From an optimization exercise on the open Yosys and OpenROAD flow, aimed at small area; shortcuts taken in it are not production practice.
At most, simulation tests tie the RTL to the original design; equivalence was not proved.

## red
==> module calc_datapath, before the edit <==
module calc_datapath (
  input  logic [1:0]  op,
  input  logic [6:0]  a,
  input  logic [6:0]  b,
  output logic [13:0] result
);
  function automatic logic [15:0] radd(input logic [15:0] x, input logic [15:0] y, input logic cin);
    logic c;
    c = cin;
    for (int i = 0; i < 16; i++) begin
      radd[i] = x[i] ^ y[i] ^ c;
      c = (x[i] & y[i]) | (c & (x[i] ^ y[i]));
    end
  endfunction
  logic        sub;
  logic [7:0]  sum;
  logic [13:0] prod;
  logic [6:0]  quot;
  logic        neg;
  assign sub = (op == 2'd1);
  always_comb begin
    logic [15:0] s;
    s   = radd({9'd0, a}, {9'd0, b ^ {7{sub}}}, sub);
    sum = {s[7] ^ sub, s[6:0]};
  end
  assign neg = sub & sum[7];
  logic [2:0] hi5;
  assign hi5 = {~(sum[7] ^ (sum[6] & sum[5])), sum[6] ^ sum[5], ~sum[5]};
  always_comb begin
    logic [15:0] acc;
    acc = {9'd0, a & {7{b[0]}}};
    for (int i = 1; i < 7; i++) begin
      logic [15:0] s;
      s = radd({9'd0, acc[i +: 7]}, {9'd0, a & {7{b[i]}}}, 1'b0);
      acc[i +: 8] = s[7:0];
    end
    prod = acc[13:0];
  end
  always_comb begin
    logic [6:0] rem;
    rem = 7'd0;
    for (int i = 6; i >= 0; i--) begin
      logic [6:0]  p;
      logic [15:0] t;
      logic        fits;
      p = {rem[5:0], a[i]} & 7'((8'd1 << (7 - i)) - 8'd1);
      t = radd({9'd0, p}, {9'd0, ~b}, 1'b1);
      fits = t[7];
      for (int j = 7 - i; j < 7; j++) fits = fits & ~b[j];
      quot[i] = fits;
      rem = fits ? (t[6:0] & 7'((8'd1 << (7 - i)) - 8'd1)) : p;
    end
  end
  always_comb begin
    case (op)
      2'd0: result = {6'd0, sum};
      2'd1: result = neg ? {6'b010101, hi5, sum[4:0]} : {7'd0, sum[6:0]};
      2'd2: result = prod;
      default: result = {7'd0, quot & {7{|b}}};
    endcase
  end
endmodule
Settings: LEC_CHECK=0, CAP_MARGIN=20, CORE_MARGIN=2, CORE_UTILIZATION=40, SLEW_MARGIN=20; clock period 45.0 ns.
standard.sh (not shown) runs the stock make flow with config.mk's settings and CLKGATE_MAP_FILE= SYNTH_SCRIPT=/design/flow/synth_recipe.tcl, a recipe that flattens the netlist after the stock synthesis.
==> flow/flow/run.sh <==
#!/bin/bash
# Own layout flow: the standard ORFS flow, with a synthesis script that
# differs from the standard one only in technology mapping (full adders only
# from extract_fa, and an area-oriented ABC script). Registers, flattening and
# renaming are as in the standard synthesis.
set -euo pipefail
HERE=$(pwd)
OWN=$HERE/flow
mkdir -p $HERE/own

# the standard synthesis script of this ORFS, with the two mapping changes
sed -e 's|^  extract_fa {\*}\[dont_use_extract_fa_args\]$|  extract_fa -fa|' \
    -e 's|^  log_cmd abc {\*}\$abc_args$|  log_cmd abc -script $::env(OWN_ABC_SCRIPT) {*}[lrange $abc_args 2 end]|' \
    $FLOW_HOME/scripts/synth.tcl > $HERE/own/synth_mod.tcl
grep -q '^  extract_fa -fa$' $HERE/own/synth_mod.tcl
grep -q 'OWN_ABC_SCRIPT' $HERE/own/synth_mod.tcl
sed -e "s|source \$::env(SCRIPTS_DIR)/synth.tcl|source $HERE/own/synth_mod.tcl|" synth_recipe.tcl > $HERE/own/synth_own.tcl
grep -q synth_mod.tcl $HERE/own/synth_own.tcl
export OWN_ABC_SCRIPT=$OWN/abc_own.script

# The standard flow's make command line, with our synthesis script
CMD=$(grep '^make ' standard.sh)
CMD=${CMD//SYNTH_SCRIPT=$HERE\/synth_recipe.tcl/SYNTH_SCRIPT=$HERE/own/synth_own.tcl}
CMD=${CMD//\"\$\{@:-finish\}\"/}
echo "$CMD $(cat $OWN/make_args.txt 2>/dev/null) finish" > $HERE/own_make_cmd.log
eval "$CMD $(cat $OWN/make_args.txt 2>/dev/null) finish" > $HERE/own_make.log 2>&1

B=$HERE/orfs/results/$FLOW_PLATFORM/calc_chip/base
: # left out here: write the final layout as DEF
==> flow/flow/abc_own.script <==
strash
&get -n
&st
&dch
&nf -R 1000
&put
topo
==> flow/flow/make_args.txt <==
BUFFER_PORTS_ARGS="-buffer_cell sky130_fd_sc_hd__buf_1" CTS_ARGS="-sink_clustering_enable -repair_clock_nets -buf_list sky130_fd_sc_hd__clkbuf_8 -sink_clustering_size 20 -dont_use_dummy_load"
red ended with every stage complete and zero timing, DRC or antenna violations.
The inputs of blue differ from those of red as listed below.
-- flow/design.v --
<<< red, line 185
    rem = 7'd0;
    for (int i = 6; i >= 0; i--) begin
      logic [6:0]  p;
      logic [15:0] t;
      logic        fits;
      p = {rem[5:0], a[i]} & 7'((8'd1 << (7 - i)) - 8'd1);
      t = radd({9'd0, p}, {9'd0, ~b}, 1'b1);
      fits = t[7];
      for (int j = 7 - i; j < 7; j++) fits = fits & ~b[j];
      quot[i] = fits;
      rem = fits ? (t[6:0] & 7'((8'd1 << (7 - i)) - 8'd1)) : p;
    end
  end
>>> blue, line 185
    rem = 7'd0;
    for (int i = 6; i >= 0; i--) begin
      logic [6:0] p, d;
      logic       bw, fits;
      p  = {rem[5:0], a[i]};
      bw = 1'b0;
      for (int j = 0; j < 7; j++) begin
        if (j < 7 - i) begin
          d[j] = p[j] ^ b[j] ^ bw;
          bw   = (~p[j] & b[j]) | (bw & ~(p[j] ^ b[j]));
        end else begin
          d[j] = 1'b0;
        end
      end
      fits = ~bw;
      for (int j = 7 - i; j < 7; j++) fits = fits & ~b[j];
      quot[i] = fits;
      for (int j = 0; j < 7; j++) rem[j] = (j < 7 - i) ? (fits ? d[j] : p[j]) : 1'b0;
    end
  end
--- outcome ---
Between red and blue, the share of the clock period used by the worst path after layout does not differ in any meaningful way.
NOTE: latest clock arrival within the worst-skew pair in blue exceeds that of red
Final critical-path required period on blue is up relative to red.
Compared with red, blue improves final routed wirelength across all metal layers.
Minimum setup slack in the final design (blue over red): decrease, 0.062 ns
red → blue: xor/xnor share of the synthesized area +0.29 points, vias after detailed routing fell by about 1.1%.
No functional check of the RTL was part of red.

-- static timing again, ports no longer ideal --
No port has a modelled driver above. Below, the same layouts with a new extraction and two added sets of constraints. Step 1: set_driving_cell puts a clkbuf_16 on clk and a buf_2 on each other input, an assumption about the parent block. Step 2 also shifts input and output timing later by t, the mid clock arrival at the registers, as if the neighbouring blocks saw the same clock. a / b / c = ideal ports / drivers / drivers and shift; a / b = the first two.
| run | shift t [ns] | setup WS [ns] | worst setup path at the end | pins driven straight from the clock port |
|---|---|---|---|---|
| red | 0.448 | 30.101 / 30.101 / 30.101 | register to register | 1 |
| blue | 0.463 | 30.040 / 30.040 / 30.040 | register to register | 1 |
After both steps every run listed still meets setup and hold.
